Source: an optimization exercise on an open RTL-to-GDS flow (aim: small area, a short achievable clock period and few clock cycles). Production flows keep margins and buffers that such runs may drop.
At most, simulation tests tie the RTL to the original design; equivalence was not proved.
The RTL of runs 3 to 6 was laid out without a check of its function.
Power figures rest on the tool's default switching activity, not on a simulated workload.

==> flow/design.v <==
module rc_frame_drive_command (
    input  logic        clk,
    input  logic        rst_n,
    input  logic        rx_valid,
    output logic        rx_ready,
    input  logic [7:0]  rx_byte,
    input  logic        rx_buffer_end,
    input  logic        rx_quick_stop_enabled,
    output logic        cmd_valid,
    input  logic        cmd_ready,
    output logic        cmd_frame_valid,
    output logic signed [9:0] cmd_linear_velocity,
    output logic signed [9:0] cmd_angular_velocity,
    output logic        cmd_manual_mode,
    output logic        cmd_startup_set,
    output logic [2:0]  cmd_startup_value,
    output logic [1:0]  cmd_stop_code,
    input  logic        cfg_we,
    input  logic [7:0]  cfg_wdata
);
    localparam logic [1:0] C4_DOWN = 2'd1;
    localparam logic [1:0] C4_UP   = 2'd2;
    localparam logic [1:0] C4_MID  = 2'd3;
    localparam logic [1:0] S11_MID  = 2'd0;
    localparam logic [1:0] S11_UP   = 2'd1;
    localparam logic [1:0] S11_DOWN = 2'd2;
    logic [4:0] cnt;             
    logic       ok;              
    logic       rdy;
    logic       cp, cp_qs;       
    logic       cp2;             
    logic       cv;
    logic       sel_s;           
    logic       op_init, op_corr, op_any;  
    logic [10:0] wt, ws;         
    logic        st, ss;         
    logic [8:0]  rem;
    logic        f_ge, f_le;     
    logic [1:0]  c4p;
    logic        sw9p;
    logic [1:0]  s11p;
    logic [7:0]  thr;
    logic [8:0]  ht, hs;         
    logic [1:0]  c4h;
    logic        sw9h;
    logic        sset;
    logic [2:0]  sval;
    logic [9:0]  lin, ang;
    logic        fv_o;
    logic [1:0]  stop_o;
    logic fire, fire_end, c1;
    assign fire     = rx_valid & rdy;
    assign fire_end = fire & rx_buffer_end;
    assign c1       = cp & ~cp2 & ~cv;
    logic cp_n, cp2_n, cv_n;
    always_comb begin
        cp_n  = fire_end | (cp & ~c1);
        cp2_n = c1;
        cv_n  = cp2 | (cv & ~cmd_ready);
    end
    always_ff @(posedge clk or negedge rst_n) begin
        if (!rst_n) begin
            cnt <= '0;
            cp  <= 1'b0;
            cp2 <= 1'b0;
            cv  <= 1'b0;
            rdy <= 1'b1;
        end else begin
            if (fire)
                cnt <= rx_buffer_end ? 5'd0 : (cnt == 5'd25) ? cnt : cnt + 5'd1;
            cp  <= cp_n;
            cp2 <= cp2_n;
            cv  <= cv_n;
            rdy <= ~cp_n | (~cp2_n & ~cv_n);
        end
    end
    always_ff @(posedge clk) begin
        if (fire) begin
            if (rx_buffer_end && cnt < 5'd24)
                ok <= 1'b0;
            else if (cnt == 5'd0)
                ok <= (rx_byte == 8'h0f);
            else if (cnt == 5'd24)
                ok <= ok & (rx_byte == 8'h00);
            sel_s   <= cnt >= 5'd13;
            op_init <= !rx_buffer_end && (cnt == 5'd3 || cnt == 5'd13);
            op_corr <= !rx_buffer_end && (cnt == 5'd12 || cnt == 5'd22);
            op_any  <= !rx_buffer_end && cnt >= 5'd3 && cnt <= 5'd22;
        end
        if (fire_end)
            cp_qs <= rx_quick_stop_enabled;
    end
    always_ff @(posedge clk) begin
        if (fire) begin
            case (cnt)
                5'd6: begin    
                    f_ge <= rx_byte[7:4] >= 4'd14;
                    f_le <= rx_byte[7:4] <= 4'd2;
                end
                5'd13: begin   
                    f_ge <= rx_byte[7:3] >= 5'd30;
                    f_le <= rx_byte[7:3] <= 5'd18;
                end
                5'd16: begin   
                    f_ge <= rx_byte[7:1] >= 7'd30;
                    f_le <= rx_byte[7:1] <= 7'd50;
                end
                default: ;
            endcase
            if (cnt == 5'd7) begin    
                if (rx_byte[6:0] > 7'd105 || (rx_byte[6:0] == 7'd105 && f_ge))
                    c4p <= C4_UP;
                else if (rx_byte[6:0] < 7'd19 || (rx_byte[6:0] == 7'd19 && f_le))
                    c4p <= C4_DOWN;
                else
                    c4p <= C4_MID;
            end
            if (cnt == 5'd14)         
                sw9p <= rx_byte[5:0] < 6'd9 || (rx_byte[5:0] == 6'd9 && f_le);
            if (cnt == 5'd17) begin   
                if (rx_byte[3:0] > 4'd13 || (rx_byte[3:0] == 4'd13 && f_ge))
                    s11p <= S11_DOWN;
                else if (rx_byte[3:0] < 4'd2 || (rx_byte[3:0] == 4'd2 && f_le))
                    s11p <= S11_UP;
                else
                    s11p <= S11_MID;
            end
        end
    end
    logic        d_init, d_step, d_corr, d_op;
    logic [10:0] wsrc, wnew;
    logic [11:0] x;
    logic        xneg;
    logic [10:0] w;
    logic [8:0]  xin, xinc, yinc;
    logic [10:0] k0, k1, k2;
    logic [10:0] t0, t1, t2;
    logic        ge1, ge2, sgn, neg_corr;
    logic [8:0]  rem_n;
    always_comb begin
        d_init = op_init;
        d_corr = op_corr;
        d_op   = op_any;
        d_step = op_any & ~op_init & ~op_corr;
        wsrc   = sel_s ? ws : wt;
        sgn    = sel_s ? ss : st;
        x    = {1'b0, wsrc} - (sel_s ? 12'd938 : 12'd1001);
        xneg = x[11];
        w    = x[10:0] ^ {11{xneg}};
        case ({d_corr, sel_s, d_corr ? sgn : wsrc[10]})
            3'b000, 3'b010: begin k0 = 11'd0;  k1 = -11'sd347; k2 = -11'sd694; end
            3'b001, 3'b011: begin k0 = 11'd50; k1 = -11'sd297; k2 = -11'sd644; end
            3'b100:         begin k0 = 11'd0;  k1 = -11'sd347; k2 = -11'sd694; end
            3'b101:         begin k0 = 11'd100; k1 = -11'sd247; k2 = -11'sd594; end
            3'b110:         begin k0 = 11'd54; k1 = -11'sd293; k2 = -11'sd640; end
            default:        begin k0 = 11'd46; k1 = -11'sd301; k2 = -11'sd648; end
        endcase
        t0  = {1'b0, rem, 1'b0} + k0;
        t1  = {1'b0, rem, 1'b0} + k1;
        t2  = {1'b0, rem, 1'b0} + k2;
        ge1 = !t1[10];
        ge2 = !t2[10];
        rem_n = ge2 ? t2[8:0] : ge1 ? t1[8:0] : t0[8:0];
        neg_corr = d_corr & sgn;
        xin  = wsrc[8:0] ^ {9{neg_corr}};
        xinc = xin + 9'd1;
        yinc = (ge2 ^ neg_corr) ? xinc : xin;
        if (d_init)
            wnew = {w[7:0], 3'b000};
        else
            wnew = {wsrc[9], yinc, ge1 & ~ge2 & ~d_corr};
    end
    always_ff @(posedge clk) begin
        if (fire) begin
            if (cnt == 5'd2)
                wt[4:0] <= rx_byte[7:3];
            if (cnt == 5'd3)
                wt[10:5] <= rx_byte[5:0];
            if (cnt == 5'd5)
                ws[6:0] <= rx_byte[7:1];
            if (cnt == 5'd6)
                ws[10:7] <= rx_byte[3:0];
            if (d_op) begin
                if (sel_s)
                    ws <= wnew;
                else
                    wt <= wnew;
            end
            if (d_init) begin
                if (sel_s)
                    ss <= ~xneg;
                else
                    st <= ~xneg;
                rem <= 9'(w[10:8] * 6'd50);
            end else if (d_step)
                rem <= rem_n;
        end
    end
    logic [1:0] c4_new;
    logic [8:0] thrm;
    logic [7:0] at, as;
    logic       get, ges;
    always_comb begin
        c4_new = ok ? c4p : c4h;
        thrm = {1'b0, thr} - 9'd1;
        at   = ht[7:0] ^ {8{ht[8]}};
        as   = hs[7:0] ^ {8{hs[8]}};
        get  = ($signed({2'b00, at}) + $signed({~thrm[8], ~thrm}) + $signed({9'd0, ht[8]})) >= 0;
        ges  = ($signed({2'b00, as}) + $signed({~thrm[8], ~thrm}) + $signed({9'd0, hs[8]})) >= 0;
    end
    always_ff @(posedge clk or negedge rst_n) begin
        if (!rst_n) begin
            thr  <= 8'd10;
            ht   <= '0;
            hs   <= '0;
            c4h  <= C4_MID;
            sw9h <= 1'b0;
            sset <= 1'b1;
            sval <= 3'd5;
            lin  <= '0;
            ang  <= '0;
        end else begin
            if (cfg_we)
                thr <= cfg_wdata;
            if (c1 && ok) begin
                ht   <= wt[9:1];
                hs   <= ws[9:1];
                c4h  <= c4p;
                sw9h <= sw9p;
                case (s11p)
                    S11_MID:  begin sset <= 1'b1; sval <= 3'd5; end
                    S11_DOWN: begin sset <= 1'b1; sval <= 3'd6; end
                    default: begin
                        sset <= sval[2];
                        sval <= {2'b00, sval[2]};
                    end
                endcase
            end
            if (cp2 && sw9h) begin
                lin <= get ? {ht[8], ht} + {ht, 1'b0} : '0;
                ang <= ges ? {hs, 1'b0} : '0;
            end
        end
    end
    always_ff @(posedge clk) begin
        if (c1) begin
            fv_o   <= ok;
            stop_o <= cp_qs ? c4_new : 2'd0;
        end
    end
    assign rx_ready             = rdy;
    assign cmd_valid            = cv;
    assign cmd_frame_valid      = fv_o;
    assign cmd_linear_velocity  = lin;
    assign cmd_angular_velocity = ang;
    assign cmd_manual_mode      = sw9h;
    assign cmd_startup_set      = sset;
    assign cmd_startup_value    = sval;
    assign cmd_stop_code        = stop_o;
endmodule
==> flow/flow/run.sh <==
#!/bin/bash
# Standard synthesis and layout; ports are buffered with buf_2 cells and the
# layout's timing repair aims for extra setup slack (the clock period and
# constraints are unchanged).
set -euo pipefail
bash standard.sh synth > synth.log 2>&1
bash standard.sh "BUFFER_PORTS_ARGS=-buffer_cell sky130_fd_sc_hd__buf_2" SETUP_SLACK_MARGIN=9.5 finish > layout.log 2>&1
==> flow/standard.sh <==
#!/bin/bash
# synth_recipe.tcl (not shown) runs the flow's synth.tcl, then flattens the netlist and writes it again
# the make line also repeats each setting of config.mk as NAME=value (left out here)
make -C /OpenROAD-flow-scripts/flow DESIGN_CONFIG=/design/flow/config.mk WORK_HOME=/design/flow/orfs CLKGATE_MAP_FILE= SYNTH_SCRIPT=/design/flow/synth_recipe.tcl "${@:-finish}"
==> flow/config.mk <==
export PLATFORM = sky130hd
export DESIGN_NAME = rc_frame_drive_command
export DESIGN_NICKNAME = rc_frame_drive_command
export VERILOG_FILES = /design/flow/design.v
export SDC_FILE = /design/flow/constraint.sdc
export NUM_CORES = 4
export LEC_CHECK = 0
export CAP_MARGIN = 20
export CORE_MARGIN = 2
export CORE_UTILIZATION = 40
export SLEW_MARGIN = 20
==> flow/constraint.sdc <==
create_clock -name core_clock -period 13.0 [get_ports {clk}]
set_input_delay 2.6000 -clock core_clock [delete_from_list [all_inputs] [get_ports {clk}]]
set_output_delay 2.6000 -clock core_clock [all_outputs]
set_load 0.01 [all_outputs]
==> metrics.cfg, run 1 <==
[worst_setup_path]
end_kind=output pin
worst_setup_path_start_kind=flip-flop
path_cells=buf_6
required_ns=10.40
worst_ep_arrival_time_ns=1.01
crit_buf_inv=1
crit_type=flip-flop to output pin
critPathSlowestCell=dfstp_2
critPathMaxFanout=2
cp_top_family=flip-flops
slowest_delay_ns=0.55

[sta]
period_share_pct=27.8
tns_ns=0
finalHoldViolCount=0
worstMarginPinSlew_ns=1.06
drv_slew=0
fin_skew_ns=0.00671
fmaxAchievable_ghz=0.277
finalSetupViolCount=0
relSlewSlack_pct=29.0
fin_crit_ns=3.61
post-route-worst-setup-slack_ns=9.39
rsz0062_at_grt=yes

[layout]
final_cell_area_mm2=0.00945
area_growth_pct=17.6
nNetsFinal=1016
layout-drive-gt1-share_pct=21.5
diodes=0
fin_util_pct=48.2
fillers=1848

[yosys]
synth_top_family_by_area=compound AO/OA/AOI/OAI gates
syn_avg_cell_area_um2=9.26
synthArstFlopShare_pct=55.5
synth-simple-area-share_pct=17.1
netlist_area_mm2=0.00803
ys_ff_latch=110
synthMuxAreaShare_pct=7.20
synth_xor_area_share_pct=7.72
syn_nets=947
yosysWarnings=1
synth-compound-area-share_pct=17.4
syn_inst=868
synthFlopType=dfrtp_1
synth_edf_count=49
yosysUniqueCellTypes=76
seq_area_frac_synth_pct=37.4
synth_adder_area_share_pct=9.22

[routing]
antenna_left=0
drt_wl_total_um=20400
wl_per_cell_um=16.9
num_vias=6615
drc=0
avgViaCountPerCell=5.48
drtPass1Iterations=7
first_iter_violations=409

[cts]
clk_latency_ns=0.36
clockRootBuffer=clkbuf_16
cts_made_buffers=9
cts.sinks=110
cts_tree=done
clk_pin_slew_ns=0.08
cts_hold_buf=0
htree_num_levels=3
clock_path_buffers=2

[place]
place_ws_ns=8.64
place.gp.congestion=0.891
placed_cell_area_mm2=0.00852
port_buffers=51
hpwl_um=14300

[pwr]
peakVddDrop_mv=0.161
p_leak_nw=4.10
power.density_mw_per_mm2=265
power.total_w=0.00250

[floorplanning]
ios=53
dieArea_mm2=0.0212
die_y_um=146
initial_utilization_pct=41.0
coreArea_mm2=0.0196
fp.dieW_um=146
rows=51

[hold_path]
hold_path_class=flip-flop to flip-flop

[grt]
overflow=0
grt_pass1_vias=6214
grt_first_pass_wirelength_um=32900
grt_max_degree=62
antenna_found_initial=0
grt_usage_pct=19.0

[job]
maxCapViolCount=0

[outcome]
outcome=complete, no violations

-- cells by family after synthesis --
family          after synthesis
other cells                   1
flops                       110
buf+inv                      75
xor+xnor                     70
fa+ha+maj                    57
simple gates                293
mux                          53
compound gates              209
-- stage by stage --
step	hold WS [ns]	std cells
after floorplan	0.415	868
after global placement	0.446	1142
after detailed placement	0.455	1142
after CTS	0.466	1173
after global routing	0.496	1207
final	0.463	1207
-- final cells by class --
type	count	area, um^2	area share (%)
Timing Repair Buffer	103	738	7.81
Clock inverter	6	55.1	0.583
Timing Repair inverter	1	7.51	0.0795
Sequential cell	110	3010	31.9
Inverter	29	113	1.19
Multi-Input combinational cell	683	4960	52.5
Tap cell	265	332	3.51
Clock buffer	10	233	2.46
-- final timing paths --
check / startpoint / endpoint / slack, ns / cells after the start
max: sval[2]$_DFFE_PN1P_ / cmd_startup_value[2] / 9.39 / 1
max reg2reg: sel_s$_DFFE_PP_ / rem[7]$_DFFE_PP_ / 9.60 / 15
max in group asynchronous: rst_n / sw9h$_DFFE_PN0P_ / 10.07 / 2
min in group asynchronous: rst_n / sval[1]$_DFFE_PN0P_ / 2.40 / 2
min reg2reg: c4h[0]$_DFFE_PN1P_ / c4h[0]$_DFFE_PN1P_ / 0.46 / 2
min: c4h[0]$_DFFE_PN1P_ / c4h[0]$_DFFE_PN1P_ / 0.46 / 2
-- layer usage --
metal  up-vias  part of all wire [%]  track usage (%)
li1       3243                     -                -
met1      3185                    47             26.7
met2       163                    46             30.8
met3        24                   4.7             3.17
met4         0                   1.7             4.41
met5         -                     0                0
-- state kept, by name, indices dropped and copies added, names as in the netlist, 2 cells and up --
signal	count
ws	11
wt	11
lin	10
ang	9
hs	9
ht	9
rem	9
thr	8
cnt	5
sval	3
c4h	2
c4p	2
s11p	2
stop_o	2
-- synthesized netlist by cell type (14+ instances only) --
library cell  count  area (um^2)
a21oi_1          57          285
o21ai_0          43          215
nand2_1         134          503
nor2_1           46          173
mux2i_1          28          280
nor3_1           20          100
inv_1            28          105
dfrtp_1          53         1330
ha_1             52          651
xnor2_1          38          333
a211oi_1         14          105
nor2b_1          16          100
xor2_1           31          272
clkbuf_1         38          143
edfxtp_1         49         1470
nand3_1          26          130
mux2_2           22          248
a21o_1           20          150
-- layout by cell type, fill, tap and decap left out, types with 5 or more instances in the layout --
master / n
nand3_1: 26
o211ai_1: 7
buf_2: 45
nor3_1: 20
mux2i_1: 27
a22o_1: 8
xnor2_1: 36
xor2_1: 31
edfxtp_1: 49
a31oi_1: 9
mux2_2: 22
clkbuf_16: 10
dfrtp_1: 52
a211oi_1: 11
o31ai_1: 5
nand2_1: 133
ha_1: 48
o21ai_0: 39
nor2_1: 45
dfstp_2: 8
buf_4: 49
a21oi_1: 53
a21o_1: 20
buf_6: 6
inv_1: 26
and2_1: 6
nand2b_1: 13
nor2b_1: 16
-- what timing repair did --
item / in CTS / in global routing
setup buffers: 13 / 33
gates cloned: 2 / 1
hold endpoints to repair: 0 / 0
gates resized for setup: 21 / 23
endpoints found under the setup margin: 81 / 49
pin swaps: 5 / 8
-- power by group --
part | leakage [nW] | internal (W) | switching (W)
clock | 0.145 | 0.000136 | 0.000137
sequential | 1.23 | 0.000534 | 0.000169
combinational | 2.73 | 0.000715 | 0.000811
Testbench counts, summed over its fixed seeds: cycles 48,105.
==> inputs of run 2 (changes only) <==
--- a/flow/config.mk
+++ b/flow/config.mk
@@ -10,2 +10,5 @@
 export CORE_UTILIZATION = 40
+export CTS_BUF_LIST = sky130_fd_sc_hd__clkbuf_8
+export CTS_CLUSTER_DIAMETER = 100
+export CTS_CLUSTER_SIZE = 40
 export SLEW_MARGIN = 20
==> run 2 against run 1 <==
  * Still clean on timing, DRC and antenna
  * Utilization shrank 0.43 points
  * Synthesized area is the same
  * Via count is 0.12% lower
  * Fmax decreased by 1.8%
  * Critical path type unchanged
  * Largest cell class unchanged
==> metrics.cfg, run 2 <==
[sta]
tns_ns=0  ; unchanged
fin_crit_ns=3.67  ; +0.0645 ns
finalHoldViolCount=0  ; unchanged
relSlewSlack_pct=28.8  ; -0.21 points
fmaxAchievable_ghz=0.272  ; -1.8%
fin_skew_ns=0.0121  ; +0.00538 ns
finalSetupViolCount=0  ; unchanged
worstMarginPinSlew_ns=1.06  ; +0.00315 ns
drv_slew=0  ; unchanged
rsz0062_at_grt=yes
timing.hold.ws_ns=0.469  ; +0.00594 ns
period_share_pct=28.3  ; +0.50 points

[hold_path]
hold_path_class=flip-flop to flip-flop

[floorplanning]
rows=51  ; unchanged
die_y_um=146  ; unchanged
initial_utilization_pct=41.0  ; unchanged
ios=53  ; unchanged
dieArea_mm2=0.0212  ; unchanged
coreArea_mm2=0.0196  ; unchanged
fp.dieW_um=146  ; unchanged

[yosys]
synthArstFlopShare_pct=55.5  ; unchanged
netlist_area_mm2=0.00803  ; unchanged
synth_top_area_share_pct=18.3  ; unchanged
synth_edf_count=49  ; unchanged
seq_area_frac_synth_pct=37.4  ; unchanged
ys_top_cells_by_count=nand2_1 (134), a21oi_1 (57), dfrtp_1 (53)
synth_top_area_cell=edfxtp_1
synthFlopType=dfrtp_1
ys_ff_latch=110  ; unchanged
yosysUniqueCellTypes=76  ; unchanged
syn_nets=947  ; unchanged
syn_avg_cell_area_um2=9.26  ; unchanged
synth.most_common_cell=nand2_1
syn_inst=868  ; unchanged
ys_top_cells_by_area=edfxtp_1 (18%), dfrtp_1 (17%), ha_1 (8.1%)
yosysWarnings=1  ; unchanged

[pwr]
switchingPower_w=0.00111  ; -0.49%
power.density_mw_per_mm2=260  ; -1.9%
combPwrFrac_pct=62.7  ; +1.7 points
peakVddDrop_mv=0.161  ; +0.14%
intPower_w=0.00132  ; -4.6%
p_seq_share_pct=28.9  ; +0.8 points
p_leak_nw=4.06  ; -1.0%
clkPwrFrac_pct=8.3  ; -2.6 points
power.total_w=0.00243  ; -2.8%
switching_share_pct=45.7  ; +1.0 points

[layout]
area_growth_pct=16.5
layout-drive-gt1-share_pct=21.2  ; -0.32 points
top_regs=ws (11), wt (11), lin (10)
final_cell_area_mm2=0.00936  ; -0.90%
layout.cells.non_filler=1207  ; unchanged
diodes=0  ; unchanged
nNetsFinal=1016  ; unchanged
mostFrequentLayoutCell=nand2_1
layout_common_cells=nand2_1 (133), a21oi_1 (53), dfrtp_1 (52)

[routing]
avgViaCountPerCell=5.47  ; -0.12%
antenna_left=0  ; unchanged
num_vias=6607  ; -0.12%
drc=0  ; unchanged
first_iter_violations=490  ; +20%
drtPass1Iterations=5  ; -2
wl_per_cell_um=16.8  ; -0.23%
drt_wl_total_um=20300  ; -0.23%

[cts]
clockRootBuffer=clkbuf_8
clock_path_buffers=2  ; unchanged
htree_num_levels=3  ; unchanged
cts_tree=done
cts.sinks=110  ; unchanged
cts_made_buffers=9  ; unchanged
clk_pin_slew_ns=0.12  ; +0.04 ns
clk_latency_ns=0.40  ; +0.04 ns

[place]
placed_cell_area_mm2=0.00852  ; unchanged
port_buffers=51  ; unchanged
hpwl_um=14300  ; unchanged
dp.cells=1142  ; unchanged
place.gp.congestion=0.891  ; unchanged

[worst_setup_path]
critPathMaxFanout=2  ; unchanged
crit_buf_inv=1  ; unchanged
path_cells=buf_6
critPathSlowestCell=dfstp_2
crit_type=flip-flop to output pin
worst_setup_path_start_kind=flip-flop
end_kind=output pin
slowest_delay_ns=0.57  ; +0.02 ns
worst_ep_arrival_time_ns=1.07  ; +0.06 ns
required_ns=10.40  ; about the same
cp_top_family=flip-flops

[grt]
grt_pass1_vias=6256  ; +0.68%
grt_usage_pct=19.1  ; +0.098 points
grt_max_degree=62  ; unchanged
overflow=0  ; unchanged
antenna_found_initial=0  ; unchanged
grt_first_pass_wirelength_um=33000  ; +0.34%

[job]
maxCapViolCount=0  ; unchanged

[outcome]
outcome=complete, no violations

==> run 2: path summary, 6_finish.rpt <==
path / start / slack, ns / cells after the start / end
setup reg to reg: sel_s$_DFFE_PP_ / 9.53 / 13 / rem[7]$_DFFE_PP_
hold / removal: c4h[1]$_DFFE_PN1P_ / 0.47 / 2 / c4h[1]$_DFFE_PN1P_
min in group asynchronous: rst_n / 2.35 / 2 / ang[5]$_DFFE_PN0P_
setup / recovery: sval[2]$_DFFE_PN1P_ / 9.33 / 1 / cmd_startup_value[2]
hold reg to reg: c4h[1]$_DFFE_PN1P_ / 0.47 / 2 / c4h[1]$_DFFE_PN1P_
max in group asynchronous: rst_n / 10.12 / 2 / sw9h$_DFFE_PN0P_
==> run 2: metrics by stage <==
stage | setup slack, ns | utilization, %
after floorplan | 9.23 | -
after global placement | 8.78 | 43.5
after detailed placement | 8.64 | 43.5
after CTS | 9.28 | 45.9
after global routing | 9.29 | 47.8
final | 9.33 | 47.8
==> run 2: final cells by class <==
cell class | count | area (um^2)
fill | 1882 | 10200
clock inverter | 7 | 58.8
timing repair inverter | 1 | 7.51
inverter | 29 | 113
sequential | 110 | 3010
multi-input combinational | 683 | 4970
timing repair buffer | 103 | 751
clock buffer | 9 | 124
tap | 265 | 332
==> run 2: per-layer routing <==
layer	global-route usage, %	vias to the layer above	part of all wire, %
met2	30.8	173	47
met5	0	-	0
met3	3.51	20	5.3
li1	-	3235	-
met1	26.7	3179	46
met4	4.51	0	1.4
==> run 2: power by group through the flow <==
| stage | logic (W) | registers, W | clock network, W |
|---|---|---|---|
| 6_report | 0.00153 | 0.000703 | 0.000203 |
| 5_1_grt | 0.00170 | 0.000724 | 0.000224 |
| 4_1_cts | 0.00141 | 0.000701 | 0.000210 |
| 3_5_place_dp | 0.00132 | 0.000714 | 0 |
| 3_3_place_gp | 0.00132 | 0.000714 | 0 |
| 2_1_floorplan | 0.00107 | 0.000644 | 0 |
==> run 2: what timing repair did <==
action,CTS,global route
buffers inserted,21,25
hold buffers,0,0
pin swaps,4,11
gates resized for setup,20,24
setup endpoints to repair,76,68
gates cloned,2,1
==> run 2: kinds of logic (layout without fill, tap and decap cells) <==
group,after synthesis,after routing,synth area share (%)
buf+inv,75,149,3.92
compound gates,209,209,17.4
flops,110,110,37.4
fa+ha+maj,57,57,9.22
xor+xnor,70,70,7.72
mux,53,53,7.20
simple gates,293,293,17.1
other cells,1,1,0.0467
==> inputs of run 3 (changes only) <==
--- a/flow/design.v
+++ b/flow/design.v
@@ -28,3 +28,3 @@
     logic       ok;              
-    logic       rdy;
+    logic       rdy_n;           
     logic       cp, cp_qs;       
@@ -35,3 +35,2 @@
     logic [10:0] wt, ws;         
-    logic        st, ss;         
     logic [8:0]  rem;
@@ -45,4 +44,4 @@
     logic        sw9h;
-    logic        sset;
-    logic [2:0]  sval;
+    logic        sset_n;         
+    logic [2:0]  sval_x;         
     logic [9:0]  lin, ang;
@@ -51,3 +50,3 @@
     logic fire, fire_end, c1;
-    assign fire     = rx_valid & rdy;
+    assign fire     = rx_valid & ~rdy_n;
     assign fire_end = fire & rx_buffer_end;
@@ -66,3 +65,3 @@
             cv  <= 1'b0;
-            rdy <= 1'b1;
+            rdy_n <= 1'b0;
         end else begin
@@ -73,3 +72,3 @@
             cv  <= cv_n;
-            rdy <= ~cp_n | (~cp2_n & ~cv_n);
+            rdy_n <= cp_n & (cp2_n | cv_n);
         end
@@ -145,3 +144,3 @@
         wsrc   = sel_s ? ws : wt;
-        sgn    = sel_s ? ss : st;
+        sgn    = wsrc[8];        
         x    = {1'b0, wsrc} - (sel_s ? 12'd938 : 12'd1001);
@@ -164,3 +163,3 @@
         neg_corr = d_corr & sgn;
-        xin  = wsrc[8:0] ^ {9{neg_corr}};
+        xin  = {wsrc[8] & ~d_corr, wsrc[7:0]} ^ {9{neg_corr}};
         xinc = xin + 9'd1;
@@ -168,3 +167,3 @@
         if (d_init)
-            wnew = {w[7:0], 3'b000};
+            wnew = {w[7:0], 2'b00, ~xneg};
         else
@@ -189,6 +188,2 @@
             if (d_init) begin
-                if (sel_s)
-                    ss <= ~xneg;
-                else
-                    st <= ~xneg;
                 rem <= 9'(w[10:8] * 6'd50);
@@ -217,4 +212,4 @@
             sw9h <= 1'b0;
-            sset <= 1'b1;
-            sval <= 3'd5;
+            sset_n <= 1'b0;
+            sval_x <= 3'd0;
             lin  <= '0;
@@ -230,7 +225,7 @@
                 case (s11p)
-                    S11_MID:  begin sset <= 1'b1; sval <= 3'd5; end
-                    S11_DOWN: begin sset <= 1'b1; sval <= 3'd6; end
+                    S11_MID:  begin sset_n <= 1'b0; sval_x <= 3'd0; end   
+                    S11_DOWN: begin sset_n <= 1'b0; sval_x <= 3'd3; end   
                     default: begin
-                        sset <= sval[2];
-                        sval <= {2'b00, sval[2]};
+                        sset_n <= sval_x[2];
+                        sval_x <= {1'b1, 1'b0, sval_x[2]};
                     end
@@ -250,3 +245,3 @@
     end
-    assign rx_ready             = rdy;
+    assign rx_ready             = ~rdy_n;
     assign cmd_valid            = cv;
@@ -256,4 +251,4 @@
     assign cmd_manual_mode      = sw9h;
-    assign cmd_startup_set      = sset;
-    assign cmd_startup_value    = sval;
+    assign cmd_startup_set      = ~sset_n;
+    assign cmd_startup_value    = {~sval_x[2], sval_x[1], ~sval_x[0]};
     assign cmd_stop_code        = stop_o;
--- a/flow/config.mk
+++ b/flow/config.mk
@@ -7,2 +7,3 @@
 export LEC_CHECK = 0
+export ABC_AREA = 1
 export CAP_MARGIN = 20
@@ -10,5 +11,2 @@
 export CORE_UTILIZATION = 40
-export CTS_BUF_LIST = sky130_fd_sc_hd__clkbuf_8
-export CTS_CLUSTER_DIAMETER = 100
-export CTS_CLUSTER_SIZE = 40
 export SLEW_MARGIN = 20
==> run 3 against run 2 <==
  * Cell count rose by 16%
  * Critical path depth grew 1
  * Via count increased by 9.0%
  * Critical path type unchanged
  * Combinational power fell by 21%
  * Clock power grew 34%
  * Clock skew down 0.00061 ns
  * Sequential power shrank 14%
  * Non-clock buffer count fell by 23
  * Critical endpoint unchanged
  * Die area increased by 0.16%
  * Sequential share of layout area barely moved
  * Power fell by 14%
  * Clock-buffer cell count unchanged
==> metrics.cfg, run 3 <==
[yosys]
ys_ff_latch=108  ; -1.8%
seq_area_frac_synth_pct=36.6  ; -0.87 points
syn_nets=1149  ; +21%
synthArstFlopShare_pct=56.5  ; +1.0 points
synthFlopType=dfrtp_1
synth.most_common_cell=nand2_1
ys_top_cells_by_area=dfrtp_1 (18%), edfxtp_1 (18%), nand2_1 (14%)
synth_top_area_share_pct=17.7  ; -0.59 points
synth_edf_count=47  ; -4.1%
syn_avg_cell_area_um2=7.52  ; -19%
yosysUniqueCellTypes=56  ; -26%
ys_top_cells_by_count=nand2_1 (299), inv_1 (137), nand3_1 (80)
netlist_area_mm2=0.00805  ; +0.17%
syn_inst=1070  ; +23%
yosysWarnings=1  ; unchanged
synth_top_area_cell=dfrtp_1

[sta]
worstMarginPinSlew_ns=0.911  ; -0.148 ns
post-route-worst-setup-slack_ns=9.48  ; +0.150 ns
period_share_pct=27.1  ; -1.2 points
tns_ns=0  ; unchanged
rsz0062_at_grt=yes
drv_slew=0  ; unchanged
relSlewSlack_pct=39.0  ; +10 points
finalHoldViolCount=0  ; unchanged
fin_crit_ns=3.52  ; -0.150 ns
fin_skew_ns=0.0115  ; -0.000606 ns
finalSetupViolCount=0  ; unchanged
fmaxAchievable_ghz=0.284  ; +4.2%

[layout]
mostFrequentLayoutCell=nand2_1
fillers=1993  ; +5.9%
fin_util_pct=46.7  ; -1.1 points
diodes=0  ; unchanged
top_regs=ws (11), wt (11), lin (10)
area_growth_pct=13.6
nNetsFinal=1214  ; +19%
layout-drive-gt1-share_pct=15.4  ; -5.8 points
layout_common_cells=nand2_1 (294), inv_1 (131), nand3_1 (77)

[worst_setup_path]
required_ns=10.40  ; about the same
slowest_delay_ns=0.40  ; -0.17 ns
worst_setup_path_start_kind=flip-flop
critPathSlowestCell=dfrtp_1
worst_ep_arrival_time_ns=0.92  ; -0.15 ns
crit_buf_inv=2  ; +1
crit_type=flip-flop to output pin
r2r_cells=21  ; +8
critPathMaxFanout=2  ; unchanged
cp_top_family=flip-flops
path_cells=inv_2 -> buf_6
cp.depth=2  ; +1
end_kind=output pin

[routing]
wl_met2_um=9420  ; -1.2%
antenna_left=0  ; unchanged
wl_per_cell_um=15.1  ; -10%
drt_wl_total_um=21300  ; +4.8%
top_layer=met4
met1_length_um=10300  ; +9.4%
num_vias=7204  ; +9.0%
wl_met3_um=1230  ; +14%
first_iter_violations=482  ; -1.6%
drtPass1Iterations=5  ; unchanged
avgViaCountPerCell=5.13  ; -6.3%
drc=0  ; unchanged

[grt]
grt_max_degree=62  ; unchanged
grt_pass1_vias=6854  ; +9.6%
grt_usage_pct=20.3  ; +1.2 points
grt_first_pass_wirelength_um=34900  ; +5.8%
antenna_found_initial=0  ; unchanged
overflow=0  ; unchanged

[floorplanning]
coreArea_mm2=0.0196  ; unchanged
fp.dieW_um=146  ; about the same
initial_utilization_pct=41.1  ; +0.070 points
dieArea_mm2=0.0213  ; +0.16%
die_y_um=146  ; about the same
ios=53  ; unchanged
rows=51  ; unchanged

[cts]
clk_pin_slew_ns=0.08  ; -0.04 ns
htree_num_levels=3  ; unchanged
cts.sinks=108  ; -1.8%
cts_hold_buf=0  ; unchanged
clk_latency_ns=0.36  ; -0.04 ns
clock_path_buffers=2  ; unchanged
clockRootBuffer=clkbuf_16
cts_tree=done
cts_made_buffers=9  ; unchanged

[place]
port_buffers=51  ; unchanged
place.gp.congestion=0.928  ; +4.1%
place_ws_ns=9.04  ; +0.406 ns
hpwl_um=16300  ; +13%

[pwr]
switching_share_pct=47.4  ; +1.7 points
power.density_mw_per_mm2=229  ; -12%
peakVddDrop_mv=0.0852  ; -47%
intPower_w=0.00110  ; -17%
p_seq_share_pct=28.9  ; about the same
switchingPower_w=0.000990  ; -11%
combPwrFrac_pct=58.0  ; -4.7 points
clkPwrFrac_pct=13.1  ; +4.8 points
p_leak_nw=4.50  ; +11%

[outcome]
outcome=complete, no violations

[hold_path]
holdPathStages=2  ; unchanged
hold_path_class=flip-flop to flip-flop

[job]
maxCapViolCount=0  ; unchanged

==> run 3: cell types whose count changed in the layout (fill, tap and decap cells not counted), moves of 12 or more <==
cell / change
nor2b_1: -16
o21ai_0: +32
buf_4: -20
nand4_1: +12
nand2b_1: -12
a21o_1: -18
nand3_1: +51
o21ai_1: +14
inv_1: +104
mux2_2: -21
nand2_1: +161
xnor2_1: -28
mux2i_1: -27
==> run 3: power by group through the flow <==
stage	logic (W)	registers (W)	clock network [W]
final	0.00121	0.000605	0.000273
after global routing	0.00138	0.000621	0.000294
after CTS	0.00117	0.000604	0.000281
after detailed placement	0.00112	0.000611	0
after global placement	0.00112	0.000609	0
after floorplan	0.000869	0.000580	0
==> run 3: final cells by class <==
cell class	count	area, um^2	share of cell area [%]
clock inverter	7	68.8	0.753
multi-input combinational	788	4490	49.2
timing repair buffer	80	510	5.58
sequential	108	2940	32.2
clock buffer	9	225	2.46
timing repair inverter	1	7.51	0.0821
tap	265	332	3.63
inverter	147	563	6.16
==> run 3: logic make-up after synthesis <==
kind of cell | count (synthesis) | synth area share (%)
DFF | 108 | 36.6
xor gates and xnor gates | 40 | 4.45
and+or+nand+nor | 506 | 27.5
AOI/OAI and AO/OA | 184 | 13.2
muxes | 1 | 0.140
buffers and inverters | 174 | 9.03
other | 1 | 0.0466
adders and majority gates | 56 | 9.08
==> run 3: stage by stage <==
stage / hold WS, ns / total power [W] / std cells / instance area, um^2
after floorplan: 0.426 / 0.00145 / 1070 / 8080
after global placement: 0.456 / 0.00173 / 1363 / 8530
after detailed placement: 0.459 / 0.00174 / 1363 / 8530
after CTS: 0.468 / 0.00205 / 1391 / 8960
after global routing: 0.497 / 0.00230 / 1405 / 9140
final: 0.469 / 0.00209 / 1405 / 9140
==> run 3: routing by layer <==
layer	track usage, %	up-vias
met1	29.7	3304
met3	3.54	21
li1	-	3662
met4	5.00	0
met5	0	-
met2	31.0	217
==> run 3: worst paths after layout <==
path	start	to	slack, ns
worst max-delay path	sval_x[2]$_DFFE_PN0P_	cmd_startup_value[2]	9.48
worst min-delay path	c4h[0]$_DFFE_PN1P_	c4h[0]$_DFFE_PN1P_	0.47
worst max register to register	sel_s$_DFFE_PP_	wt[6]$_DFFE_PP_	9.69
worst min register to register	c4h[0]$_DFFE_PN1P_	c4h[0]$_DFFE_PN1P_	0.47
max in group asynchronous	rst_n	hs[6]$_DFFE_PN0P_	10.07
min in group asynchronous	rst_n	lin[7]$_DFFE_PN0P_	2.40
==> run 3: repair_timing <==
item,4_1_cts,5_1_grt
gates cloned,1,0
pin swaps,2,0
endpoints found under the hold margin,0,0
setup buffers,11,14
gates resized for setup,15,21
setup endpoints to repair,38,63
==> run 3: worst min-delay path, cell delays in order, from the launching register on <==
cell     delay, ns
dfstp_2       0.37
nand2_1       0.05
nand2_1       0.05
==> inputs of run 4 (changes only) <==
--- a/flow/flow/run.sh
+++ b/flow/flow/run.sh
@@ -6,2 +6,2 @@
 bash standard.sh synth > synth.log 2>&1
-bash standard.sh "BUFFER_PORTS_ARGS=-buffer_cell sky130_fd_sc_hd__buf_2" SETUP_SLACK_MARGIN=9.5 finish > layout.log 2>&1
+bash standard.sh "BUFFER_PORTS_ARGS=-buffer_cell sky130_fd_sc_hd__buf_2" SETUP_SLACK_MARGIN=9.7 finish > layout.log 2>&1
==> run 4 against run 3 <==
  * Die area unchanged
  * Hold slack better by 0.00062 ns
  * Clock skew grew 0.0025 ns
  * First-iteration DRC count is 26% higher
  * Utilization increased by 2.2 points
  * Register-to-register slack improved by 0.13 ns
  * Critical path depth stayed put
  * Largest power group unchanged
==> metrics.cfg, run 4 <==
[pwr]
p_leak_nw=4.67  ; +3.7%
peakVddDrop_mv=0.0700  ; -18%
switchingPower_w=0.00102  ; +3.3%
p_seq_share_pct=27.8  ; -1.1 points
clkPwrFrac_pct=13.3  ; +0.2 points
intPower_w=0.00115  ; +4.1%
power.density_mw_per_mm2=227  ; -0.91%
switching_share_pct=47.2  ; -0.18 points
combPwrFrac_pct=59.0  ; +1.0 points

[layout]
mostFrequentLayoutCell=nand2_1
layout-drive-gt1-share_pct=19.2  ; +3.8 points
fillers=1957  ; -1.8%
layout_common_cells=nand2_1 (289), inv_1 (125), nand3_1 (75)
nNetsFinal=1238  ; +2.0%
diodes=0  ; unchanged
area_growth_pct=18.9
top_regs=ws (11), wt (11), lin (10)
sequential_cell_area_mm2=0.00294  ; unchanged
multi_input_area_mm2=0.00463  ; +3.1%

[floorplanning]
rows=51  ; unchanged
dieArea_mm2=0.0213  ; unchanged
fp.dieW_um=146  ; unchanged
coreArea_mm2=0.0196  ; unchanged
initial_utilization_pct=41.1  ; unchanged
ios=53  ; unchanged
die_y_um=146  ; unchanged

[place]
place.gp.congestion=0.911  ; -1.9%
port_buffers=51  ; unchanged
hpwl_um=16000  ; -1.8%

[grt]
grt_usage_pct=19.9  ; -0.30 points
overflow=0  ; unchanged
grt_pass1_vias=6731  ; -1.8%
grt_first_pass_wirelength_um=34500  ; -1.1%
antenna_found_initial=0  ; unchanged
grt_max_degree=62  ; unchanged

[sta]
drv_slew=0  ; unchanged
worstMarginPinSlew_ns=0.847  ; -0.0640 ns
fin_crit_ns=3.53  ; +0.00273 ns
fin_skew_ns=0.0139  ; +0.00246 ns
finalSetupViolCount=0  ; unchanged
timing.hold.ws_ns=0.469  ; +0.000625 ns
fmaxAchievable_ghz=0.283  ; about the same
rsz0062_at_grt=yes
relSlewSlack_pct=43.5  ; +4.4 points
tns_ns=0  ; unchanged
period_share_pct=27.1  ; about the same
finalHoldViolCount=0  ; unchanged

[cts]
cts_made_buffers=9  ; unchanged
clk_latency_ns=0.36  ; about the same
htree_num_levels=3  ; unchanged
clockRootBuffer=clkbuf_16
clk_pin_slew_ns=0.09  ; about the same
cts_hold_buf=0  ; unchanged
cts.sinks=108  ; unchanged
clock_path_buffers=2  ; unchanged
cts_tree=done

[routing]
num_vias=7325  ; +1.7%
drt_wl_total_um=21600  ; +1.5%
wl_per_cell_um=15.1  ; -0.21%
antenna_left=0  ; unchanged
first_iter_violations=608  ; +26%
drtPass1Iterations=6  ; +1
avgViaCountPerCell=5.13  ; about the same
drc=0  ; unchanged

[worst_setup_path]
worst_ep_arrival_time_ns=0.93  ; about the same
required_ns=10.40  ; about the same
end_kind=output pin
crit-reg2reg-launch=sel_s$_DFFE_PP_
critPathMaxFanout=2  ; unchanged
worst_setup_path_start_kind=flip-flop
worstReg2RegEnd=ws[7]$_DFFE_PP_
r2r_cells=23  ; +9.5%
r2r_setup_slack_ns=9.82  ; +0.13 ns
crit_type=flip-flop to output pin

[yosys]
synth.most_common_cell=nand2_1
synthArstFlopShare_pct=56.5  ; unchanged
ys_ff_latch=108  ; unchanged
ys_top_cells_by_area=dfrtp_1 (18%), edfxtp_1 (18%), nand2_1 (14%)
syn_avg_cell_area_um2=7.52  ; unchanged
synthFlopType=dfrtp_1
netlist_area_mm2=0.00805  ; unchanged
synth_top_area_cell=dfrtp_1
yosysWarnings=1  ; unchanged
seq_area_frac_synth_pct=36.6  ; unchanged
synth_top_area_share_pct=17.7  ; unchanged
synth_edf_count=47  ; unchanged
syn_inst=1070  ; unchanged
ys_top_cells_by_count=nand2_1 (299), inv_1 (137), nand3_1 (80)
syn_nets=1149  ; unchanged
yosysUniqueCellTypes=56  ; unchanged

[hold_path]
worstHoldEndpoint=c4h[0]$_DFFE_PN1P_
hold_path_class=flip-flop to flip-flop
hp-start=c4h[0]$_DFFE_PN1P_
holdPathStages=2  ; unchanged

[outcome]
outcome=complete, no violations

[job]
maxCapViolCount=0  ; unchanged

-- run 4: logic make-up (layout without fill, tap and decap cells) --
logic type	count (synthesis)	after routing	synth area share, %
muxes	1	1	0.140
and+or+nand+nor	506	506	27.5
xor gates and xnor gates	40	40	4.45
other	1	1	0.0466
adders and majority gates	56	56	9.08
DFF	108	108	36.6
buffers and inverters	174	268	9.03
AOI/OAI and AO/OA	184	184	13.2
-- run 4: metal layers --
layer	vias up	track usage, %	share of wire (%)
met1	3327	29.5	47
met2	259	30.9	44
met5	-	0	0
met3	28	2.79	6.9
met4	0	4.80	1.5
li1	3711	-	-
-- run 4: worst max-delay path by stage --
stage | from | end | slack [ns] | depth (start not counted)
2_1_floorplan | rx_valid | f_ge$_DFFE_PP_ | 9.47 | 4
3_3_place_gp | sel_s$_DFFE_PP_ | rem[1]$_DFFE_PP_ | 8.96 | 18
3_5_place_dp | sel_s$_DFFE_PP_ | rem[1]$_DFFE_PP_ | 9.02 | 18
4_1_cts | sval_x[2]$_DFFE_PN0P_ | cmd_startup_value[2] | 9.45 | 2
5_1_grt | sval_x[2]$_DFFE_PN0P_ | cmd_startup_value[2] | 9.43 | 2
6_report | sval_x[2]$_DFFE_PN0P_ | cmd_startup_value[2] | 9.47 | 2
-- run 4: worst max-delay path, cell delays in order (launching register included) --
cell     delay, ns
dfrtp_1       0.40
inv_2         0.07
buf_6         0.10
-- run 4: final cells by class --
type,instances,share of cell area (%)
clock buffer,9,2.35
clock inverter,7,0.928
inverter,147,6.07
multi-input combinational,788,48.4
sequential,108,30.7
tap,265,3.46
timing repair buffer,104,7.95
timing repair inverter,1,0.0784
-- run 4: power by group through the flow --
stage / Clock [W] / Combinational (W) / Sequential [W]
after floorplan: 0 / 0.000871 / 0.000580
after global placement: 0 / 0.00112 / 0.000607
after detailed placement: 0 / 0.00112 / 0.000608
after CTS: 0.000294 / 0.00118 / 0.000601
after global routing: 0.000308 / 0.00145 / 0.000616
final: 0.000288 / 0.00128 / 0.000602
-- run 4: through the flow --
| step | instance area [um^2] | setup slack (ns) | cells | total power (W) | utilization [%] |
|---|---|---|---|---|---|
| after global routing | 9570 | 9.43 | 1429 | 0.00237 | 48.9 |
| final | 9570 | 9.47 | 1429 | 0.00217 | 48.9 |
| after global placement | 8570 | 8.96 | 1364 | 0.00173 | 43.7 |
| after detailed placement | 8570 | 9.02 | 1364 | 0.00173 | 43.7 |
| after floorplan | 8160 | 9.47 | 1070 | 0.00145 | - |
| after CTS | 9110 | 9.45 | 1397 | 0.00207 | 46.5 |
-- run 4: what timing repair did --
action | in CTS | in global routing
setup buffers | 16 | 31
pin swaps | 2 | 12
gates cloned | 1 | 1
endpoints found under the hold margin | 0 | 0
resized for setup | 25 | 47
endpoints found under the setup margin | 100 | 67
==> inputs of run 5 (changes only) <==
--- a/flow/design.v
+++ b/flow/design.v
@@ -134,4 +134,5 @@
     logic [8:0]  xin, xinc, yinc;
-    logic [10:0] k0, k1, k2;
-    logic [10:0] t0, t1, t2;
+    logic [5:0]  a;
+    logic [9:0]  k1, k2;
+    logic [9:0]  u, v1, v2;
     logic        ge1, ge2, sgn, neg_corr;
@@ -149,15 +150,17 @@
         case ({d_corr, sel_s, d_corr ? sgn : wsrc[10]})
-            3'b000, 3'b010: begin k0 = 11'd0;  k1 = -11'sd347; k2 = -11'sd694; end
-            3'b001, 3'b011: begin k0 = 11'd50; k1 = -11'sd297; k2 = -11'sd644; end
-            3'b100:         begin k0 = 11'd0;  k1 = -11'sd347; k2 = -11'sd694; end
-            3'b101:         begin k0 = 11'd100; k1 = -11'sd247; k2 = -11'sd594; end
-            3'b110:         begin k0 = 11'd54; k1 = -11'sd293; k2 = -11'sd640; end
-            default:        begin k0 = 11'd46; k1 = -11'sd301; k2 = -11'sd648; end
+            3'b000, 3'b010: a = 6'd0;
+            3'b001, 3'b011: a = 6'd25;
+            3'b100:         a = 6'd0;
+            3'b101:         a = 6'd50;
+            3'b110:         a = 6'd27;
+            default:        a = 6'd23;
         endcase
-        t0  = {1'b0, rem, 1'b0} + k0;
-        t1  = {1'b0, rem, 1'b0} + k1;
-        t2  = {1'b0, rem, 1'b0} + k2;
-        ge1 = !t1[10];
-        ge2 = !t2[10];
-        rem_n = ge2 ? t2[8:0] : ge1 ? t1[8:0] : t0[8:0];
+        k1  = {4'd0, a} - 10'd174;
+        k2  = {4'd0, a} - 10'd347;
+        u   = {1'b0, rem} + {4'd0, a};
+        v1  = {1'b0, rem} + k1;
+        v2  = {1'b0, rem} + k2;
+        ge1 = !v1[9];
+        ge2 = !v2[9];
+        rem_n = ge2 ? {v2[7:0], 1'b0} : ge1 ? {v1[7:0], 1'b1} : {u[7:0], 1'b0};
         neg_corr = d_corr & sgn;
--- a/flow/flow/run.sh
+++ b/flow/flow/run.sh
@@ -6,2 +6,2 @@
 bash standard.sh synth > synth.log 2>&1
-bash standard.sh "BUFFER_PORTS_ARGS=-buffer_cell sky130_fd_sc_hd__buf_2" SETUP_SLACK_MARGIN=9.7 finish > layout.log 2>&1
+bash standard.sh "BUFFER_PORTS_ARGS=-buffer_cell sky130_fd_sc_hd__buf_2" SETUP_SLACK_MARGIN=9.5 finish > layout.log 2>&1
--- a/flow/config.mk
+++ b/flow/config.mk
@@ -7,3 +7,2 @@
 export LEC_CHECK = 0
-export ABC_AREA = 1
 export CAP_MARGIN = 20
==> run 5 against run 4 <==
  * Fmax is 3.2% lower
  * Register-to-register slack worse by 0.47 ns
  * Non-clock buffer count is 22 higher
  * Hold slack improved by 0.018 ns
  * Power rose by 18%
  * Synthesized cell count fell by 21%
  * First-iteration DRC count down 16%
  * Clock-buffer cell count unchanged
  * Global-route usage shrank 0.14 points
  * Largest cell class unchanged
==> metrics.cfg, run 5 <==
[outcome]
outcome=complete, no violations

[yosys]
yosysWarnings=1  ; unchanged
synth_top_area_cell=dfrtp_1
yosysUniqueCellTypes=83  ; +48%
ys_ff_latch=108  ; unchanged
synthArstFlopShare_pct=56.5  ; unchanged
syn_nets=937  ; -18%
synth_top_area_share_pct=17.5  ; -0.22 points
synthFlopType=dfrtp_1
synth_edf_count=47  ; unchanged
ys_top_cells_by_count=nand2_1 (91), dfrtp_1 (57), ha_1 (57)
seq_area_frac_synth_pct=36.1  ; -0.45 points
synth.most_common_cell=nand2_1
syn_avg_cell_area_um2=9.59  ; +27%
netlist_area_mm2=0.00815  ; +1.3%
syn_inst=850  ; -21%
ys_top_cells_by_area=dfrtp_1 (18%), edfxtp_1 (17%), ha_1 (8.8%)

[hold_path]
worstHoldEndpoint=sw9h$_DFFE_PN0P_
hold_path_class=flip-flop to flip-flop
hp-start=sw9p$_DFFE_PP_
holdPathStages=1  ; -1

[grt]
overflow=0  ; unchanged
grt_max_degree=62  ; unchanged
grt_usage_pct=19.8  ; -0.14 points
antenna_found_initial=0  ; unchanged
grt_first_pass_wirelength_um=33900  ; -1.7%
grt_pass1_vias=6277  ; -6.7%

[cts]
clk_latency_ns=0.37  ; about the same
cts_made_buffers=9  ; unchanged
clock_path_buffers=2  ; unchanged
cts_hold_buf=0  ; unchanged
cts_tree=done
htree_num_levels=3  ; unchanged
clockRootBuffer=clkbuf_16
clk_pin_slew_ns=0.08  ; about the same
cts.sinks=108  ; unchanged

[sta]
relSlewSlack_pct=34.5  ; -9.0 points
post-route-worst-setup-slack_ns=9.35  ; -0.118 ns
finalHoldViolCount=0  ; unchanged
fmaxAchievable_ghz=0.274  ; -3.2%
drv_slew=0  ; unchanged
rsz0062_at_grt=yes
worstMarginPinSlew_ns=0.975  ; +0.128 ns
fin_crit_ns=3.65  ; +0.118 ns
finalSetupViolCount=0  ; unchanged
period_share_pct=28.0  ; +0.91 points
fin_skew_ns=0.00838  ; -0.00557 ns
tns_ns=0  ; unchanged
timing.hold.ws_ns=0.487  ; +0.0178 ns

[routing]
wl_per_cell_um=17.4  ; +15%
num_vias=6640  ; -9.4%
drc=0  ; unchanged
drtPass1Iterations=5  ; -1
drt_wl_total_um=21200  ; -1.9%
avgViaCountPerCell=5.47  ; +6.6%
first_iter_violations=508  ; -16%
antenna_left=0  ; unchanged

[worst_setup_path]
required_ns=13.11  ; +2.71 ns
critPathMaxFanout=7  ; +5
slowest_delay_ns=0.45  ; +0.05 ns
worst_setup_path_start_kind=flip-flop
crit_type=flip-flop to flip-flop
end_kind=flip-flop
critPathSlowestCell=edfxtp_1
r2r_cells=14  ; -39%
crit-reg2reg-launch=sel_s$_DFFE_PP_
worst_ep_arrival_time_ns=3.75  ; +2.82 ns
worstReg2RegEnd=wt[9]$_DFFE_PP_
crit_start=sel_s$_DFFE_PP_
cpMostUsedCell=ha_2
path_cells=buf_12 -> mux2i_4 -> a21o_1 -> ha_2 -> inv_1 -> ha_2 -> inv_2 -> fa_2 -> nor2b_4 -> o2111ai_4 -> a211o_1 -> a221o_1 -> a221oi_2 -> o21ai_1
r2r_setup_slack_ns=9.35  ; -0.47 ns

[layout]
sequential_cell_area_mm2=0.00294  ; unchanged
top_regs=ws (11), wt (11), lin (10)
final_cell_area_mm2=0.00984  ; +2.8%
nNetsFinal=1027  ; -17%
multi_input_area_mm2=0.00513  ; +11%
layout-drive-gt1-share_pct=27.9  ; +8.7 points
diodes=0  ; unchanged
fillers=1847  ; -5.6%
area_growth_pct=20.7
mostFrequentLayoutCell=nand2_1
layout.cells.non_filler=1215  ; -15%
layout_common_cells=nand2_1 (86), buf_4 (69), dfrtp_1 (57)

[floorplanning]
fp.dieW_um=147  ; +0.61%
die_y_um=147  ; +0.61%
rows=52  ; +2.0%
coreArea_mm2=0.0201  ; +2.6%
initial_utilization_pct=40.5  ; -0.55 points
dieArea_mm2=0.0215  ; +1.2%
ios=53  ; unchanged

[place]
placed_cell_area_mm2=0.00868  ; +1.3%
port_buffers=51  ; unchanged
dp.cells=1128  ; -17%
place.gp.congestion=0.817  ; -10%
hpwl_um=14500  ; -9.5%
place_ws_ns=8.65  ; -0.372 ns

[pwr]
peakVddDrop_mv=0.110  ; +58%
p_leak_nw=4.18  ; -10%
power.density_mw_per_mm2=260  ; +15%

[job]
maxCapViolCount=0  ; unchanged

run 5: logic make-up after synthesis:
family                     share of synthesized area (%)
AOI/OAI and AO/OA                                   17.0
muxes                                               10.2
DFF                                                 36.1
adders and majority gates                           10.5
buffers and inverters                               5.02
xor gates and xnor gates                            7.19
and+or+nand+nor                                     13.9
other                                             0.0460
run 5: what timing repair did:
item,in CTS,in global routing
pin swaps,11,25
resized for setup,30,38
cloned,3,0
setup buffers,33,35
setup endpoints to repair,91,56
run 5: layer usage:
metal  up-vias  GRT usage [%]  part of all wire (%)  wire length, um
met2       214           30.4                    47             9870
met4         0           7.57                   2.0              420
met1      3185           28.3                    46             9750
met5         -              0                     0                0
met3        32           3.04                   5.4             1140
li1       3209              -                     -                -
run 5: worst max path at each step:
| stage | cells after the start | endpoint |
|---|---|---|
| 2_1_floorplan | 16 | wt[9]$_DFFE_PP_ |
| 3_3_place_gp | 14 | ws[2]$_DFFE_PP_ |
| 3_5_place_dp | 14 | ws[2]$_DFFE_PP_ |
| 4_1_cts | 2 | cmd_startup_value[2] |
| 5_1_grt | 14 | wt[9]$_DFFE_PP_ |
| 6_report | 14 | wt[9]$_DFFE_PP_ |
run 5: report_power, final:
group | internal [W] | switching [W] | total (W)
Sequential | 0.000517 | 0.000147 | 0.000664
Combinational | 0.000771 | 0.000834 | 0.00161
Clock | 0.000140 | 0.000152 | 0.000292
run 5: critical path, delay by kind of cell (launching register included):
kind	cells	cell delay, ns
adders and majority gates	3	0.77
buffers and inverters	3	0.28
and+or+nand+nor	1	0.17
AOI/OAI and AO/OA	6	1.53
DFF	1	0.45
muxes	1	0.19
run 5: cell type report:
cell class                 count  share of cell area [%]
multi-input combinational    645                    52.1
sequential                   108                    29.9
timing repair buffer         126                    9.37
tap                          270                    3.43
clock buffer                   9                    2.29
inverter                      49                    1.96
clock inverter                 7                   0.827
timing repair inverter         1                  0.0763
run 5: metrics by stage:
stage | utilization, % | total power (W)
after floorplan | - | 0.00172
after global placement | 43.2 | 0.00202
after detailed placement | 43.2 | 0.00203
after CTS | 46.9 | 0.00244
after global routing | 48.9 | 0.00278
final | 48.9 | 0.00256
==> inputs of run 6 (changes only) <==
--- a/flow/config.mk
+++ b/flow/config.mk
@@ -9,3 +9,3 @@
 export CORE_MARGIN = 2
-export CORE_UTILIZATION = 40
+export CORE_UTILIZATION = 65
 export SLEW_MARGIN = 20
==> run 6 against run 5 <==
  * Still clean on timing, DRC and antenna
  * Sequential power barely moved
  * Wire length increased by 1.4%
  * Hold slack worse by 0.0039 ns
  * Design area down 1.7%
  * Clock-buffer cell count unchanged
  * Fmax fell by 2.4%
  * Sequential share of layout area rose by 0.51 points
  * Power rose by 0.77%
  * Synthesized area unchanged
  * Non-clock buffer count decreased by 13
  * Utilization increased by 31 points
  * Clock power down 5%
  * Critical endpoint is now ws[9]$_DFFE_PP_
  * Largest cell class unchanged
==> metrics.cfg, run 6 <==
[grt]
met3_usage_pct=6.64  ; +3.6 points
grt_pass1_vias=6514  ; +3.8%
overflow=0  ; unchanged
grt.met2_usage_pct=53.8  ; +23 points
grt_busiest_layer=met2
grt_max_degree=62  ; unchanged
grt_usage_pct=32.4  ; +13 points
antenna_found_initial=1  ; +1
met1_usage_pct=42.5  ; +14 points
grt_first_pass_wirelength_um=33500  ; -1.3%

[worst_setup_path]
cp_top_family=compound AO/OA/AOI/OAI gates
critPathSlowestCell=edfxtp_1
worst_setup_path_start_kind=flip-flop
end_kind=flip-flop
crit_type=flip-flop to flip-flop
slowest_delay_ns=0.43  ; -0.02 ns
crit_buf_inv=5  ; +2
path_cells=buf_6 -> buf_12 -> mux2i_4 -> a21o_1 -> buf_6 -> ha_4 -> inv_2 -> ha_4 -> inv_2 -> fa_2 -> nor2b_4 -> o2111ai_4 -> a211o_1 -> a221o_1 -> a221oi_2 -> o21ai_1
required_ns=13.10  ; about the same
critPathMaxFanout=6  ; -1
worst_ep_arrival_time_ns=3.83  ; +0.08 ns

[layout]
final_cell_area_mm2=0.00968  ; -1.7%
layout-drive-gt1-share_pct=27.3  ; -0.68 points
multi_input_area_mm2=0.00517  ; +0.80%
nNetsFinal=1014  ; -1.3%
mostFrequentLayoutCell=nand2_1
top_regs=ws (11), wt (11), lin (10)
fillers=774  ; -58%
layout_common_cells=nand2_1 (85), dfrtp_1 (57), buf_4 (53)
sequential_cell_area_mm2=0.00294  ; unchanged
diodes=0  ; unchanged
area_growth_pct=18.7

[sta]
finalSetupViolCount=0  ; unchanged
relSlewSlack_pct=26.3  ; -8.1 points
tns_ns=0  ; unchanged
worstMarginPinSlew_ns=1.10  ; +0.127 ns
fmaxAchievable_ghz=0.268  ; -2.4%
drv_slew=0  ; unchanged
period_share_pct=28.7  ; +0.68 points
fin_crit_ns=3.73  ; +0.0879 ns
rsz0062_at_grt=yes
finalHoldViolCount=0  ; unchanged
fin_skew_ns=0.0123  ; +0.00392 ns

[yosys]
yosysWarnings=1  ; unchanged
synthArstFlopShare_pct=56.5  ; unchanged
ys_top_cells_by_area=dfrtp_1 (18%), edfxtp_1 (17%), ha_1 (8.8%)
syn_avg_cell_area_um2=9.59  ; unchanged
synth_top_area_cell=dfrtp_1
yosysUniqueCellTypes=83  ; unchanged
syn_nets=937  ; unchanged
synth_top_area_share_pct=17.5  ; unchanged
synth_edf_count=47  ; unchanged
syn_inst=850  ; unchanged
netlist_area_mm2=0.00815  ; unchanged
ys_ff_latch=108  ; unchanged
ys_top_cells_by_count=nand2_1 (91), dfrtp_1 (57), ha_1 (57)
synthFlopType=dfrtp_1
seq_area_frac_synth_pct=36.1  ; unchanged
synth.most_common_cell=nand2_1

[cts]
clk_pin_slew_ns=0.08  ; about the same
clk_latency_ns=0.37  ; about the same
cts.sinks=108  ; unchanged
clock_path_buffers=2  ; unchanged
clockRootBuffer=clkbuf_16
cts_hold_buf=0  ; unchanged
cts_made_buffers=9  ; unchanged
htree_num_levels=3  ; unchanged
cts_tree=done

[outcome]
outcome=complete, no violations

[place]
placed_cell_area_mm2=0.00854  ; -1.6%
port_buffers=51  ; unchanged
hpwl_um=14500  ; +0.45%
place.gp.congestion=0.922  ; +13%

[job]
maxCapViolCount=0  ; unchanged

[hold_path]
hold_path_class=flip-flop to flip-flop

[routing]
wl_per_cell_um=19.5  ; +12%
avgViaCountPerCell=6.25  ; +14%
num_vias=6878  ; +3.6%
first_iter_violations=664  ; +31%
drtPass1Iterations=5  ; unchanged
drt_wl_total_um=21500  ; +1.4%
antenna_left=0  ; unchanged
drc=0  ; unchanged

[floorplanning]
ios=53  ; unchanged
fp.dieW_um=116  ; -21%
dieArea_mm2=0.0134  ; -38%
die_y_um=116  ; -21%
rows=40  ; -23%
coreArea_mm2=0.0121  ; -40%
initial_utilization_pct=67.3  ; +27 points

[pwr]
p_leak_nw=4.13  ; -1.2%
peakVddDrop_mv=0.176  ; +60%
power.density_mw_per_mm2=267  ; +2.5%

[run 6: cell counts after synthesis]
No cell type changed its count.
[run 6: metrics by stage]
stage                     std cells  setup WS, ns  total power (W)  hold slack [ns]  utilization, %
after CTS                      1072          9.42          0.00245            0.489            77.1
after global placement         1025          8.83          0.00197            0.464            70.5
after floorplan                 850          9.25          0.00172            0.454               -
final                          1100          9.27          0.00258            0.483            79.9
after global routing           1100          9.17          0.00276            0.495            79.9
after detailed placement       1025          8.72          0.00203            0.470            70.5
[run 6: path summary, 6_finish.rpt]
check | startpoint | end | slack [ns] | cells past startpoint
worst max-delay path | sel_s$_DFFE_PP_ | ws[9]$_DFFE_PP_ | 9.27 | 16
worst min-delay path | sw9p$_DFFE_PP_ | sw9h$_DFFE_PN0P_ | 0.48 | 1
worst max register to register | sel_s$_DFFE_PP_ | ws[9]$_DFFE_PP_ | 9.27 | 16
worst min register to register | sw9p$_DFFE_PP_ | sw9h$_DFFE_PN0P_ | 0.48 | 1
max in group asynchronous | rst_n | ht[2]$_DFFE_PN0P_ | 10.07 | 2
min in group asynchronous | rst_n | lin[0]$_DFFE_PN0P_ | 2.38 | 2
[run 6: routing by layer]
metal	wire, um	up-vias	part of all wire, %
li1	-	3191	-
met5	16	-	0.074
met2	10300	292	48
met4	637	2	3.0
met3	1530	55	7.1
met1	8970	3338	42
[run 6: cell type report]
cell class	count	area share, %
timing repair buffer	113	8.91
multi-input combinational	645	53.4
clock buffer	9	2.33
tap	168	2.17
inverter	49	1.94
clock inverter	7	0.711
sequential	108	30.4
timing repair inverter	1	0.0776
[run 6: kinds of logic (layout without fill, tap and decap cells)]
logic type               count (synthesis)  after routing  synth area share, %
AND/OR/NAND/NOR                        236            236                 13.9
AO/OA/AOI/OAI                          203            203                 17.0
flip-flops                             108            108                 36.1
buffers and inverters                   97            179                 5.02
multiplexers                            75             75                 10.2
XOR/XNOR                                66             66                 7.19
adder cells (fa/ha/maj)                 64             64                 10.5
other                                    1              1               0.0460
[run 6: timing repair]
item,in CTS,in global routing
setup endpoints to repair,82,55
resized for setup,50,27
pin swaps,21,14
gates cloned,4,0
setup buffers,27,28
[run 6: where the power goes]
group	internal (W)	switching, W	leakage, nW	total (W)
combinational	0.000774	0.000863	2.78	0.00164
clock	0.000135	0.000142	0.137	0.000276
sequential	0.000517	0.000150	1.21	0.000667

port drivers added, routing unchanged:
No port has a modelled driver above. Below, the same layouts with a new extraction and two added sets of constraints.
Step 1 (the two cells are an assumption about what drives the block):
set clk [get_ports {clk}]
set_driving_cell -lib_cell sky130_fd_sc_hd__clkbuf_16 $clk
set_driving_cell -lib_cell sky130_fd_sc_hd__buf_2 [delete_from_list [all_inputs] $clk]
Step 2 adds t to the input delays and takes it off the output delays; t is the mean of the earliest and latest rising clock arrival at the registers after step 1. Input paths then give back, and output paths get back, about the clock's delay inside the block.
Three values: ideal ports, drivers, drivers and shift; two values: the first two.
| run | shift t [ns] | setup WS [ns] | worst setup path at the end | slew at the worst register clock pin (ns) |
|---|---|---|---|---|
| run 1 | 0.398 | 9.390 / 9.345 / 9.319 | input to register | 0.08 / 0.08 |
| run 2 | 0.438 | 9.326 / 9.285 / 9.157 | input to register | 0.12 / 0.12 |
| run 3 | 0.400 | 9.475 / 9.426 / 9.177 | input to register | 0.08 / 0.08 |
| run 4 | 0.401 | 9.472 / 9.425 / 9.353 | input to register | 0.09 / 0.09 |
| run 5 | 0.411 | 9.355 / 9.355 / 9.164 | input to register | 0.09 / 0.09 |
| run 6 | 0.407 | 9.267 / 9.267 / 9.204 | input to register | 0.08 / 0.08 |
After both steps every run listed still meets setup and hold. The setup slack of run 3, which loses most, moves by -0.049 ns with the drivers and by -0.298 ns with both steps.
